Background: an optimization exercise with open tools, aiming at small area, a short achievable clock period and few clock cycles. Do not read the settings as production practice.
The RTL was checked by simulation tests, not by an equivalence proof against the original design.
No activity file was given, so power comes from the tool's default toggle rates.

==> run G <==
==> flow/design.v <==
`timescale 1ns / 1ps
`default_nettype none
module framed_value_table_sync_parser_core #(
	parameter int TABLE_DEPTH = 256
) (
	input  wire logic    clk,
	input  wire logic    arst_n,
	input  wire logic    item_valid,
	output logic         item_stall,
	input  wire logic [16:0] item_bits,
	output logic         result_valid,
	input  wire logic    result_stall,
	output logic [58:0]  result_bits
);
	localparam logic [7:0] HDR_U = 8'h75;
	localparam logic [7:0] HDR_A = 8'h61;
	localparam logic [7:0] HDR_F = 8'h66;
	localparam int PH_HUNT  = 0;
	localparam int PH_GOT_U = 1;
	localparam int PH_GOT_A = 2;
	localparam int PH_COUNT = 3;
	localparam int PH_INDEX = 4;
	localparam int PH_LOW   = 5;
	localparam int PH_HIGH  = 6;
	logic        ov_q;
	logic        adv;
	logic        accept;
	assign adv        = !(ov_q && result_stall);
	assign item_stall = !adv;
	assign accept     = item_valid && adv;
	logic        v1_q;
	logic        k1_q;            
	logic [7:0]  b1_q;            
	logic [7:0]  i1_q;            
	logic [15:0] rlo1_q;          
	logic [15:0] rhi1_q;          
	always_ff @(posedge clk or negedge arst_n) begin
		if (!arst_n) begin
			v1_q <= 1'b0;
		end else if (adv) begin
			v1_q <= item_valid;
		end
	end
	always_ff @(posedge clk) begin
		if (adv) begin
			k1_q <= item_bits[16];
			b1_q <= item_bits[15:8];
			i1_q <= item_bits[7:0];
			for (int l = 0; l < 16; l++) rlo1_q[l] <= (item_bits[3:0] == 4'(l));
			for (int h = 0; h < 16; h++) rhi1_q[h] <= item_bits[16] && (item_bits[7:4] == 4'(h));
		end
	end
	logic        clr_q;
	logic [6:0]  ph_q, ph_d;
	logic [7:0]  left_q, left_d;
	logic [7:0]  idx_q, idx_d;
	logic [7:0]  low_q, low_d;
	logic [8:0]  size_q, size_d;
	logic [31:0] cnt_q;
	logic        wr1, end1;
	logic        byte1;
	logic [7:0]  seen;
	logic        seen_v;
	assign byte1 = v1_q && !k1_q;
	always_comb begin
		ph_d   = ph_q;
		left_d = left_q;
		idx_d  = idx_q;
		low_d  = low_q;
		wr1    = 1'b0;
		end1   = 1'b0;
		seen   = k1_q ? i1_q : b1_q;
		seen_v = v1_q && (k1_q || ph_q[PH_INDEX]);
		if (byte1) begin
			ph_d = '0;
			if (ph_q[PH_HUNT]) begin
				if (b1_q == HDR_U) ph_d[PH_GOT_U] = 1'b1; else ph_d[PH_HUNT] = 1'b1;
			end
			if (ph_q[PH_GOT_U]) begin
				if (b1_q == HDR_A) ph_d[PH_GOT_A] = 1'b1; else ph_d[PH_HUNT] = 1'b1;
			end
			if (ph_q[PH_GOT_A]) begin
				if (b1_q == HDR_F) ph_d[PH_COUNT] = 1'b1; else ph_d[PH_HUNT] = 1'b1;
			end
			if (ph_q[PH_COUNT]) begin
				left_d = b1_q;
				if (b1_q != 8'd0) ph_d[PH_INDEX] = 1'b1; else ph_d[PH_HUNT] = 1'b1;
			end
			if (ph_q[PH_INDEX]) begin
				idx_d = b1_q;
				ph_d[PH_LOW] = 1'b1;
			end
			if (ph_q[PH_LOW]) begin
				low_d = b1_q;
				ph_d[PH_HIGH] = 1'b1;
			end
			if (ph_q[PH_HIGH]) begin
				wr1    = 1'b1;
				left_d = left_q - 8'd1;
				if (left_q == 8'd1) begin
					end1 = 1'b1;
					ph_d[PH_HUNT] = 1'b1;
				end else begin
					ph_d[PH_INDEX] = 1'b1;
				end
			end
		end
		size_d = size_q;
		if (seen_v && ({1'b0, seen} >= size_q)) size_d = {1'b0, seen} + 9'd1;
	end
	always_ff @(posedge clk or negedge arst_n) begin
		if (!arst_n) begin
			clr_q  <= 1'b1;
			ph_q   <= 7'b0000001;
			left_q <= '0;
			idx_q  <= '0;
			low_q  <= '0;
			size_q <= '0;
			cnt_q  <= '0;
		end else begin
			clr_q <= 1'b0;
			if (adv) begin
				ph_q   <= ph_d;
				left_q <= left_d;
				idx_q  <= idx_d;
				low_q  <= low_d;
				size_q <= size_d;
				cnt_q  <= cnt_q + 32'(wr1);
			end
		end
	end
	logic [15:0] wdata;
	logic [15:0] whi, wlo;
	logic [15:0] tbl [256];
	assign wdata = clr_q ? 16'd0 : {b1_q, low_q};
	always_comb begin
		for (int j = 0; j < 16; j++) begin
			whi[j] = clr_q || (wr1 && idx_q[7:4] == 4'(j));
			wlo[j] = clr_q || (idx_q[3:0] == 4'(j));
		end
	end
	for (genvar r = 0; r < 256; r++) begin : g_row
		logic [15:0] q;
		always_ff @(posedge clk) begin
			if (whi[r / 16] && wlo[r % 16]) q <= wdata;
		end
		assign tbl[r] = q;
	end
	logic [15:0] grp [16];
	logic [15:0] rv1;
	always_comb begin
		rv1 = '0;
		for (int h = 0; h < 16; h++) begin
			grp[h] = '0;
			for (int l = 0; l < 16; l++) begin
				grp[h] = grp[h] | ({16{rlo1_q[l]}} & tbl[h * 16 + l]);
			end
			rv1 = rv1 | ({16{rhi1_q[h]}} & grp[h]);
		end
	end
	logic [15:0] orv_q;
	logic        ow_q, oe_q;
	always_ff @(posedge clk or negedge arst_n) begin
		if (!arst_n) begin
			ov_q <= 1'b0;
		end else if (adv) begin
			ov_q <= v1_q;
		end
	end
	always_ff @(posedge clk) begin
		if (adv) begin
			orv_q <= rv1;
			ow_q  <= wr1;
			oe_q  <= end1;
		end
	end
	assign result_valid = ov_q;
	assign result_bits  = {orv_q, ow_q, cnt_q, size_q, oe_q};
endmodule
`default_nettype wire
==> flow/run.sh <==
#!/bin/bash
# synth_recipe.tcl (not shown) runs the flow's synth.tcl, then flattens the netlist and writes it again
# the make line also repeats each setting of config.mk as NAME=value (left out here)
make -C /OpenROAD-flow-scripts/flow DESIGN_CONFIG=/design/flow/config.mk WORK_HOME=/design/flow/orfs CLKGATE_MAP_FILE= SYNTH_SCRIPT=/design/flow/synth_recipe.tcl finish
==> flow/config.mk <==
export PLATFORM = sky130hd
export DESIGN_NAME = framed_value_table_sync_parser_core
export DESIGN_NICKNAME = framed_value_table_sync_parser_core
export VERILOG_FILES = /design/flow/design.v
export SDC_FILE = /design/flow/constraint.sdc
export NUM_CORES = 4
export LEC_CHECK = 0
export CAP_MARGIN = 20
export CORE_MARGIN = 2
export CORE_UTILIZATION = 40
export SLEW_MARGIN = 20
==> flow/constraint.sdc <==
create_clock -name core_clock -period 5.0 [get_ports {clk}]
set_input_delay 1.0000 -clock core_clock [delete_from_list [all_inputs] [get_ports {clk}]]
set_output_delay 1.0000 -clock core_clock [all_outputs]
set_load 0.01 [all_outputs]
==> run Z (differences from run G) <==
==> flow/design.v, changed modules only <==
module framed_value_table_sync_parser_core #(
	parameter int TABLE_DEPTH = 256
) (
	input  wire logic    clk,
	input  wire logic    arst_n,
	input  wire logic    item_valid,
	output logic         item_stall,
	input  wire logic [16:0] item_bits,
	output logic         result_valid,
	input  wire logic    result_stall,
	output logic [58:0]  result_bits
);
	localparam logic [7:0] HDR_U = 8'h75;
	localparam logic [7:0] HDR_A = 8'h61;
	localparam logic [7:0] HDR_F = 8'h66;
	localparam int PH_HUNT  = 0;
	localparam int PH_GOT_U = 1;
	localparam int PH_GOT_A = 2;
	localparam int PH_COUNT = 3;
	localparam int PH_INDEX = 4;
	localparam int PH_LOW   = 5;
	localparam int PH_HIGH  = 6;
	logic        ov_q;
	logic        adv;
	assign adv        = !(ov_q && result_stall);
	assign item_stall = !adv;
	logic        v1_q;            
	logic        byte1_q;         
	logic        k1_q;            
	logic [7:0]  b1_q;            
	logic [7:0]  i1_q;            
	logic [15:0] rlo1_q;          
	logic [3:0]  rmid1_q;         
	logic [3:0]  rhi1_q;          
	always_ff @(posedge clk or negedge arst_n) begin
		if (!arst_n) begin
			v1_q    <= 1'b0;
			byte1_q <= 1'b0;
		end else if (adv) begin
			v1_q    <= item_valid;
			byte1_q <= item_valid && !item_bits[16];
		end
	end
	always_ff @(posedge clk) begin
		if (adv) begin
			k1_q <= item_bits[16];
			b1_q <= item_bits[15:8];
			i1_q <= item_bits[7:0];
			for (int l = 0; l < 16; l++) rlo1_q[l] <= (item_bits[3:0] == 4'(l));
			for (int m = 0; m < 4; m++) rmid1_q[m] <= (item_bits[5:4] == 2'(m));
			for (int h = 0; h < 4; h++) rhi1_q[h] <= item_bits[16] && (item_bits[7:6] == 2'(h));
		end
	end
	logic        clr_q;
	logic [6:0]  ph_q, ph_d;
	logic [7:0]  left_q, left_d;
	logic [7:0]  idx_q, idx_d;
	logic [7:0]  low_q, low_d;
	logic        wr1, end1;
	logic [7:0]  seen;
	logic        seen_v;
	assign wr1 = byte1_q && ph_q[PH_HIGH];
	always_comb begin
		ph_d   = ph_q;
		left_d = left_q;
		idx_d  = idx_q;
		low_d  = low_q;
		end1   = 1'b0;
		seen   = k1_q ? i1_q : b1_q;
		seen_v = v1_q && (k1_q || ph_q[PH_INDEX]);
		if (byte1_q) begin
			ph_d = '0;
			if (ph_q[PH_HUNT]) begin
				if (b1_q == HDR_U) ph_d[PH_GOT_U] = 1'b1; else ph_d[PH_HUNT] = 1'b1;
			end
			if (ph_q[PH_GOT_U]) begin
				if (b1_q == HDR_A) ph_d[PH_GOT_A] = 1'b1; else ph_d[PH_HUNT] = 1'b1;
			end
			if (ph_q[PH_GOT_A]) begin
				if (b1_q == HDR_F) ph_d[PH_COUNT] = 1'b1; else ph_d[PH_HUNT] = 1'b1;
			end
			if (ph_q[PH_COUNT]) begin
				left_d = b1_q;
				if (b1_q != 8'd0) ph_d[PH_INDEX] = 1'b1; else ph_d[PH_HUNT] = 1'b1;
			end
			if (ph_q[PH_INDEX]) begin
				idx_d = b1_q;
				ph_d[PH_LOW] = 1'b1;
			end
			if (ph_q[PH_LOW]) begin
				low_d = b1_q;
				ph_d[PH_HIGH] = 1'b1;
			end
			if (ph_q[PH_HIGH]) begin
				left_d = left_q - 8'd1;
				if (left_q == 8'd1) begin
					end1 = 1'b1;
					ph_d[PH_HUNT] = 1'b1;
				end else begin
					ph_d[PH_INDEX] = 1'b1;
				end
			end
		end
	end
	always_ff @(posedge clk or negedge arst_n) begin
		if (!arst_n) begin
			clr_q  <= 1'b1;
			ph_q   <= 7'b0000001;
			left_q <= '0;
			idx_q  <= '0;
			low_q  <= '0;
		end else begin
			clr_q <= 1'b0;
			if (adv) begin
				ph_q   <= ph_d;
				left_q <= left_d;
				idx_q  <= idx_d;
				low_q  <= low_d;
			end
		end
	end
	logic [15:0] wdata;
	logic [15:0] whi, wlo;
	logic [15:0] tbl [256];
	assign wdata = clr_q ? 16'd0 : {b1_q, low_q};
	always_comb begin
		for (int j = 0; j < 16; j++) begin
			whi[j] = clr_q || (wr1 && idx_q[7:4] == 4'(j));
			wlo[j] = clr_q || (idx_q[3:0] == 4'(j));
		end
	end
	for (genvar r = 0; r < 256; r++) begin : g_row
		logic [15:0] q;
		always_ff @(posedge clk) begin
			if (whi[r / 16] && wlo[r % 16]) q <= wdata;
		end
		assign tbl[r] = q;
	end
	logic [15:0] grp [16];
	logic [15:0] part1 [4];
	always_comb begin
		for (int h = 0; h < 4; h++) begin
			part1[h] = '0;
			for (int m = 0; m < 4; m++) begin
				grp[h * 4 + m] = '0;
				for (int l = 0; l < 16; l++) begin
					grp[h * 4 + m] = grp[h * 4 + m] | ({16{rlo1_q[l]}} & tbl[h * 64 + m * 16 + l]);
				end
				part1[h] = part1[h] | ({16{rmid1_q[m]}} & grp[h * 4 + m]);
			end
		end
	end
	logic        v2_q;
	logic [15:0] part2_q [4];
	logic [3:0]  rhi2_q;
	logic        w2_q, e2_q;
	logic        seen_v2_q;
	logic [7:0]  seen2_q;
	logic [15:0] rv2;
	always_ff @(posedge clk or negedge arst_n) begin
		if (!arst_n) begin
			v2_q <= 1'b0;
		end else if (adv) begin
			v2_q <= v1_q;
		end
	end
	always_ff @(posedge clk) begin
		if (adv) begin
			for (int h = 0; h < 4; h++) part2_q[h] <= part1[h];
			rhi2_q    <= rhi1_q;
			w2_q      <= wr1;
			e2_q      <= end1;
			seen_v2_q <= seen_v;
			seen2_q   <= seen;
		end
	end
	always_comb begin
		rv2 = '0;
		for (int h = 0; h < 4; h++) rv2 = rv2 | ({16{rhi2_q[h]}} & part2_q[h]);
	end
	logic [15:0] orv_q;
	logic        ow_q, oe_q;
	logic [8:0]  size_q;
	logic [31:0] cnt_q;
	always_ff @(posedge clk or negedge arst_n) begin
		if (!arst_n) begin
			ov_q   <= 1'b0;
			size_q <= '0;
			cnt_q  <= '0;
		end else if (adv) begin
			ov_q <= v2_q;
			if (seen_v2_q && ({1'b0, seen2_q} >= size_q)) size_q <= {1'b0, seen2_q} + 9'd1;
			cnt_q <= cnt_q + 32'(w2_q);
		end
	end
	always_ff @(posedge clk) begin
		if (adv) begin
			orv_q <= rv2;
			ow_q  <= w2_q;
			oe_q  <= e2_q;
		end
	end
	assign result_valid = ov_q;
	assign result_bits  = {orv_q, ow_q, cnt_q, size_q, oe_q};
endmodule
- CAP_MARGIN: 20 -> 30
- CORE_UTILIZATION: 40 -> 62
- CTS_CLUSTER_DIAMETER: unset -> 75
- CTS_CLUSTER_SIZE: unset -> 24
- SETUP_SLACK_MARGIN: unset -> 2.3
- SLEW_MARGIN: 20 -> 40
==> run H (differences from run G) <==
==> flow/design.v, changed modules only <==
module framed_value_table_sync_parser_core #(
	parameter int TABLE_DEPTH = 256
) (
	input  wire logic    clk,
	input  wire logic    arst_n,
	input  wire logic    item_valid,
	output logic         item_stall,
	input  wire logic [16:0] item_bits,
	output logic         result_valid,
	input  wire logic    result_stall,
	output logic [58:0]  result_bits
);
	localparam logic [7:0] HDR_U = 8'h75;
	localparam logic [7:0] HDR_A = 8'h61;
	localparam logic [7:0] HDR_F = 8'h66;
	localparam int PH_HUNT  = 0;
	localparam int PH_GOT_U = 1;
	localparam int PH_GOT_A = 2;
	localparam int PH_COUNT = 3;
	localparam int PH_INDEX = 4;
	localparam int PH_LOW   = 5;
	localparam int PH_HIGH  = 6;
	logic        ov_q;
	logic        adv;
	assign adv        = !(ov_q && result_stall);
	assign item_stall = !adv;
	logic        v1_q;            
	logic        byte1_q;         
	logic        k1_q;            
	logic [7:0]  b1_q;            
	logic [7:0]  i1_q;            
	logic [15:0] rlo1_q [4];      
	logic [3:0]  rmid1_q;         
	always_ff @(posedge clk or negedge arst_n) begin
		if (!arst_n) begin
			v1_q    <= 1'b0;
			byte1_q <= 1'b0;
		end else if (adv) begin
			v1_q    <= item_valid;
			byte1_q <= item_valid && !item_bits[16];
		end
	end
	always_ff @(posedge clk) begin
		if (adv) begin
			k1_q <= item_bits[16];
			b1_q <= item_bits[15:8];
			i1_q <= item_bits[7:0];
			for (int h = 0; h < 4; h++) begin
				for (int l = 0; l < 16; l++) begin
					rlo1_q[h][l] <= item_bits[16] && (item_bits[7:6] == 2'(h)) &&
						(item_bits[3:0] == 4'(l));
				end
			end
			for (int m = 0; m < 4; m++) rmid1_q[m] <= (item_bits[5:4] == 2'(m));
		end
	end
	logic        clr_q;
	logic [6:0]  ph_q, ph_d;
	logic [7:0]  left_q, left_d;
	logic [7:0]  idx_q, idx_d;
	logic [7:0]  low_q, low_d;
	logic        wr1, end1;
	logic [7:0]  seen;
	logic        seen_v;
	assign wr1 = byte1_q && ph_q[PH_HIGH];
	always_comb begin
		ph_d   = ph_q;
		left_d = left_q;
		idx_d  = idx_q;
		low_d  = low_q;
		end1   = 1'b0;
		seen   = k1_q ? i1_q : b1_q;
		seen_v = v1_q && (k1_q || ph_q[PH_INDEX]);
		if (byte1_q) begin
			ph_d = '0;
			if (ph_q[PH_HUNT]) begin
				if (b1_q == HDR_U) ph_d[PH_GOT_U] = 1'b1; else ph_d[PH_HUNT] = 1'b1;
			end
			if (ph_q[PH_GOT_U]) begin
				if (b1_q == HDR_A) ph_d[PH_GOT_A] = 1'b1; else ph_d[PH_HUNT] = 1'b1;
			end
			if (ph_q[PH_GOT_A]) begin
				if (b1_q == HDR_F) ph_d[PH_COUNT] = 1'b1; else ph_d[PH_HUNT] = 1'b1;
			end
			if (ph_q[PH_COUNT]) begin
				left_d = b1_q;
				if (b1_q != 8'd0) ph_d[PH_INDEX] = 1'b1; else ph_d[PH_HUNT] = 1'b1;
			end
			if (ph_q[PH_INDEX]) begin
				idx_d = b1_q;
				ph_d[PH_LOW] = 1'b1;
			end
			if (ph_q[PH_LOW]) begin
				low_d = b1_q;
				ph_d[PH_HIGH] = 1'b1;
			end
			if (ph_q[PH_HIGH]) begin
				left_d = left_q - 8'd1;
				if (left_q == 8'd1) begin
					end1 = 1'b1;
					ph_d[PH_HUNT] = 1'b1;
				end else begin
					ph_d[PH_INDEX] = 1'b1;
				end
			end
		end
	end
	logic [15:0] whi_q, wlo_q;
	always_ff @(posedge clk) begin
		if (adv) begin
			for (int j = 0; j < 16; j++) begin
				whi_q[j] <= item_valid && !item_bits[16] && ph_d[PH_HIGH] && (idx_d[7:4] == 4'(j));
				wlo_q[j] <= (idx_d[3:0] == 4'(j));
			end
		end
	end
	always_ff @(posedge clk or negedge arst_n) begin
		if (!arst_n) begin
			clr_q  <= 1'b1;
			ph_q   <= 7'b0000001;
			left_q <= '0;
			idx_q  <= '0;
			low_q  <= '0;
		end else begin
			clr_q <= 1'b0;
			if (adv) begin
				ph_q   <= ph_d;
				left_q <= left_d;
				idx_q  <= idx_d;
				low_q  <= low_d;
			end
		end
	end
	logic [15:0] wdata;
	logic [15:0] whi, wlo;
	logic [15:0] tbl [256];
	assign wdata = clr_q ? 16'd0 : {b1_q, low_q};
	always_comb begin
		for (int j = 0; j < 16; j++) begin
			whi[j] = clr_q || whi_q[j];
			wlo[j] = clr_q || wlo_q[j];
		end
	end
	for (genvar r = 0; r < 256; r++) begin : g_row
		logic [15:0] q;
		always_ff @(posedge clk) begin
			if (whi[r / 16] && wlo[r % 16]) q <= wdata;
		end
		assign tbl[r] = q;
	end
	logic [15:0] grp [16];
	logic [15:0] part1 [4];
	always_comb begin
		for (int h = 0; h < 4; h++) begin
			part1[h] = '0;
			for (int m = 0; m < 4; m++) begin
				grp[h * 4 + m] = '0;
				for (int l = 0; l < 16; l++) begin
					grp[h * 4 + m] = grp[h * 4 + m] | ({16{rlo1_q[h][l]}} & tbl[h * 64 + m * 16 + l]);
				end
				part1[h] = part1[h] | ({16{rmid1_q[m]}} & grp[h * 4 + m]);
			end
		end
	end
	logic        v2_q;
	logic [15:0] part2_q [4];
	logic        w2_q, e2_q;
	logic        seen_v2_q;
	logic [7:0]  seen2_q;
	logic [15:0] rv2;
	always_ff @(posedge clk or negedge arst_n) begin
		if (!arst_n) begin
			v2_q <= 1'b0;
		end else if (adv) begin
			v2_q <= v1_q;
		end
	end
	always_ff @(posedge clk) begin
		if (adv) begin
			for (int h = 0; h < 4; h++) part2_q[h] <= part1[h];
			w2_q      <= wr1;
			e2_q      <= end1;
			seen_v2_q <= seen_v;
			seen2_q   <= seen;
		end
	end
	always_comb begin
		rv2 = '0;
		for (int h = 0; h < 4; h++) rv2 = rv2 | part2_q[h];
	end
	logic [15:0] orv_q;
	logic        ow_q, oe_q;
	logic [8:0]  size_q;
	logic [31:0] cnt_q;
	always_ff @(posedge clk or negedge arst_n) begin
		if (!arst_n) begin
			ov_q   <= 1'b0;
			size_q <= '0;
			cnt_q  <= '0;
		end else if (adv) begin
			ov_q <= v2_q;
			if (seen_v2_q && ({1'b0, seen2_q} >= size_q)) size_q <= {1'b0, seen2_q} + 9'd1;
			cnt_q <= cnt_q + 32'(w2_q);
		end
	end
	always_ff @(posedge clk) begin
		if (adv) begin
			orv_q <= rv2;
			ow_q  <= w2_q;
			oe_q  <= e2_q;
		end
	end
	assign result_valid = ov_q;
	assign result_bits  = {orv_q, ow_q, cnt_q, size_q, oe_q};
endmodule
- CAP_MARGIN: 20 -> 25
- CORE_UTILIZATION: 40 -> 62
- CTS_CLUSTER_DIAMETER: unset -> 75
- CTS_CLUSTER_SIZE: unset -> 24
- SETUP_SLACK_MARGIN: unset -> 2.5
- SLEW_MARGIN: 20 -> 30
==> run Y (differences from run G) <==
==> flow/design.v, changed modules only <==
module framed_value_table_sync_parser_core #(
	parameter int TABLE_DEPTH = 256
) (
	input  wire logic    clk,
	input  wire logic    arst_n,
	input  wire logic    item_valid,
	output logic         item_stall,
	input  wire logic [16:0] item_bits,
	output logic         result_valid,
	input  wire logic    result_stall,
	output logic [58:0]  result_bits
);
	localparam logic [7:0] HDR_U = 8'h75;
	localparam logic [7:0] HDR_A = 8'h61;
	localparam logic [7:0] HDR_F = 8'h66;
	localparam int PH_HUNT  = 0;
	localparam int PH_GOT_U = 1;
	localparam int PH_GOT_A = 2;
	localparam int PH_COUNT = 3;
	localparam int PH_INDEX = 4;
	localparam int PH_LOW   = 5;
	localparam int PH_HIGH  = 6;
	logic        ov_q;
	logic        adv;
	assign adv        = !(ov_q && result_stall);
	assign item_stall = !adv;
	logic        v1_q;            
	logic        byte1_q;         
	logic        k1_q;            
	logic [7:0]  b1_q;            
	logic [7:0]  i1_q;            
	logic [15:0] rlo1_q [4];      
	logic [3:0]  rmid1_q;         
	always_ff @(posedge clk or negedge arst_n) begin
		if (!arst_n) begin
			v1_q    <= 1'b0;
			byte1_q <= 1'b0;
		end else if (adv) begin
			v1_q    <= item_valid;
			byte1_q <= item_valid && !item_bits[16];
		end
	end
	always_ff @(posedge clk) begin
		if (adv) begin
			k1_q <= item_bits[16];
			b1_q <= item_bits[15:8];
			i1_q <= item_bits[7:0];
			for (int h = 0; h < 4; h++) begin
				for (int l = 0; l < 16; l++) begin
					rlo1_q[h][l] <= item_bits[16] && (item_bits[7:6] == 2'(h)) &&
						(item_bits[3:0] == 4'(l));
				end
			end
			for (int m = 0; m < 4; m++) rmid1_q[m] <= (item_bits[5:4] == 2'(m));
		end
	end
	logic        clr_q;
	logic [6:0]  ph_q, ph_d;
	logic [7:0]  left_q, left_d;
	logic [7:0]  idx_q, idx_d;
	logic [7:0]  low_q, low_d;
	logic        wr1, end1;
	logic [7:0]  seen;
	logic        seen_v;
	assign wr1 = byte1_q && ph_q[PH_HIGH];
	always_comb begin
		ph_d   = ph_q;
		left_d = left_q;
		idx_d  = idx_q;
		low_d  = low_q;
		end1   = 1'b0;
		seen   = k1_q ? i1_q : b1_q;
		seen_v = v1_q && (k1_q || ph_q[PH_INDEX]);
		if (byte1_q) begin
			ph_d = '0;
			if (ph_q[PH_HUNT]) begin
				if (b1_q == HDR_U) ph_d[PH_GOT_U] = 1'b1; else ph_d[PH_HUNT] = 1'b1;
			end
			if (ph_q[PH_GOT_U]) begin
				if (b1_q == HDR_A) ph_d[PH_GOT_A] = 1'b1; else ph_d[PH_HUNT] = 1'b1;
			end
			if (ph_q[PH_GOT_A]) begin
				if (b1_q == HDR_F) ph_d[PH_COUNT] = 1'b1; else ph_d[PH_HUNT] = 1'b1;
			end
			if (ph_q[PH_COUNT]) begin
				left_d = b1_q;
				if (b1_q != 8'd0) ph_d[PH_INDEX] = 1'b1; else ph_d[PH_HUNT] = 1'b1;
			end
			if (ph_q[PH_INDEX]) begin
				idx_d = b1_q;
				ph_d[PH_LOW] = 1'b1;
			end
			if (ph_q[PH_LOW]) begin
				low_d = b1_q;
				ph_d[PH_HIGH] = 1'b1;
			end
			if (ph_q[PH_HIGH]) begin
				left_d = left_q - 8'd1;
				if (left_q == 8'd1) begin
					end1 = 1'b1;
					ph_d[PH_HUNT] = 1'b1;
				end else begin
					ph_d[PH_INDEX] = 1'b1;
				end
			end
		end
	end
	always_ff @(posedge clk or negedge arst_n) begin
		if (!arst_n) begin
			clr_q  <= 1'b1;
			ph_q   <= 7'b0000001;
			left_q <= '0;
			idx_q  <= '0;
			low_q  <= '0;
		end else begin
			clr_q <= 1'b0;
			if (adv) begin
				ph_q   <= ph_d;
				left_q <= left_d;
				idx_q  <= idx_d;
				low_q  <= low_d;
			end
		end
	end
	logic [15:0] wdata;
	logic [15:0] whi, wlo;
	logic [15:0] tbl [256];
	assign wdata = clr_q ? 16'd0 : {b1_q, low_q};
	always_comb begin
		for (int j = 0; j < 16; j++) begin
			whi[j] = clr_q || (wr1 && idx_q[7:4] == 4'(j));
			wlo[j] = clr_q || (idx_q[3:0] == 4'(j));
		end
	end
	for (genvar r = 0; r < 256; r++) begin : g_row
		logic [15:0] q;
		always_ff @(posedge clk) begin
			if (whi[r / 16] && wlo[r % 16]) q <= wdata;
		end
		assign tbl[r] = q;
	end
	logic [15:0] grp [16];
	logic [15:0] part1 [4];
	always_comb begin
		for (int h = 0; h < 4; h++) begin
			part1[h] = '0;
			for (int m = 0; m < 4; m++) begin
				grp[h * 4 + m] = '0;
				for (int l = 0; l < 16; l++) begin
					grp[h * 4 + m] = grp[h * 4 + m] | ({16{rlo1_q[h][l]}} & tbl[h * 64 + m * 16 + l]);
				end
				part1[h] = part1[h] | ({16{rmid1_q[m]}} & grp[h * 4 + m]);
			end
		end
	end
	logic        v2_q;
	logic [15:0] part2_q [4];
	logic        w2_q, e2_q;
	logic        seen_v2_q;
	logic [7:0]  seen2_q;
	logic [15:0] rv2;
	always_ff @(posedge clk or negedge arst_n) begin
		if (!arst_n) begin
			v2_q <= 1'b0;
		end else if (adv) begin
			v2_q <= v1_q;
		end
	end
	always_ff @(posedge clk) begin
		if (adv) begin
			for (int h = 0; h < 4; h++) part2_q[h] <= part1[h];
			w2_q      <= wr1;
			e2_q      <= end1;
			seen_v2_q <= seen_v;
			seen2_q   <= seen;
		end
	end
	always_comb begin
		rv2 = '0;
		for (int h = 0; h < 4; h++) rv2 = rv2 | part2_q[h];
	end
	logic [15:0] orv_q;
	logic        ow_q, oe_q;
	logic [8:0]  size_q;
	logic [31:0] cnt_q;
	always_ff @(posedge clk or negedge arst_n) begin
		if (!arst_n) begin
			ov_q   <= 1'b0;
			size_q <= '0;
			cnt_q  <= '0;
		end else if (adv) begin
			ov_q <= v2_q;
			if (seen_v2_q && ({1'b0, seen2_q} >= size_q)) size_q <= {1'b0, seen2_q} + 9'd1;
			cnt_q <= cnt_q + 32'(w2_q);
		end
	end
	always_ff @(posedge clk) begin
		if (adv) begin
			orv_q <= rv2;
			ow_q  <= w2_q;
			oe_q  <= e2_q;
		end
	end
	assign result_valid = ov_q;
	assign result_bits  = {orv_q, ow_q, cnt_q, size_q, oe_q};
endmodule
- CAP_MARGIN: 20 -> 30
- CORE_UTILIZATION: 40 -> 62
- CTS_CLUSTER_DIAMETER: unset -> 75
- CTS_CLUSTER_SIZE: unset -> 24
- SETUP_SLACK_MARGIN: unset -> 2.3
- SLEW_MARGIN: 20 -> 40
==> summary of the runs <==
Of run Z and run H, run H has the higher clock-buffer cell count (gap 12).
Critical path depth: run G > run Z > run Y > run H.
Sequential power: run H > run Y > run Z > run G.
Of run Z and run Y, run Y has the higher first-iteration DRC count (gap about 1.1%, measured against run Y).
Clock skew, lowest first: run H, run Z, run Y, run G.
The highest die area belongs to run G, the lowest to run Z.
Against run Y, the combinational power of run H is higher by 19%.
Of run Y and run H, run Y has the higher sequential share of layout area (gap 0.43 points).
Testbench counts of run G, summed over its fixed seeds: cycles 32,608.
Testbench counts of run Z, summed over its fixed seeds: cycles 32,616.
Testbench counts of run H, summed over its fixed seeds: cycles 32,616.
Testbench counts of run Y, summed over its fixed seeds: cycles 32,616.

## afterwards: timing with drivers on the ports
The results above use ideal ports. As a check the final layouts listed here were re-extracted and re-timed, cells and wires unchanged. Step 1, drivers: a clkbuf_16 drives clk and a buf_2 each remaining input, both assumed. Step 2 adds t to the input delays and takes it off the output delays; t is the mean of the earliest and latest rising clock arrival at the registers after step 1. Input paths then give back, and output paths get back, about the clock's delay inside the block. Slacks: ideal ports / drivers / drivers and shift; pairs: ideal ports / drivers.
run | t (ns) | setup slack, ns | worst setup path after step 2
run G | 1.048 | 0.255 / 0.255 / 0.255 | register to register
run Z | 0.972 | 2.172 / 2.172 / 1.952 | input to register
run H | 0.989 | 2.328 / 2.226 / 1.557 | input to register
run Y | 0.978 | 2.166 / 2.166 / 1.339 | input to register
After both steps every run listed still meets setup and hold. The setup slack of run Y, which loses most, moves by 0.000 ns with the drivers and by -0.827 ns with both steps.
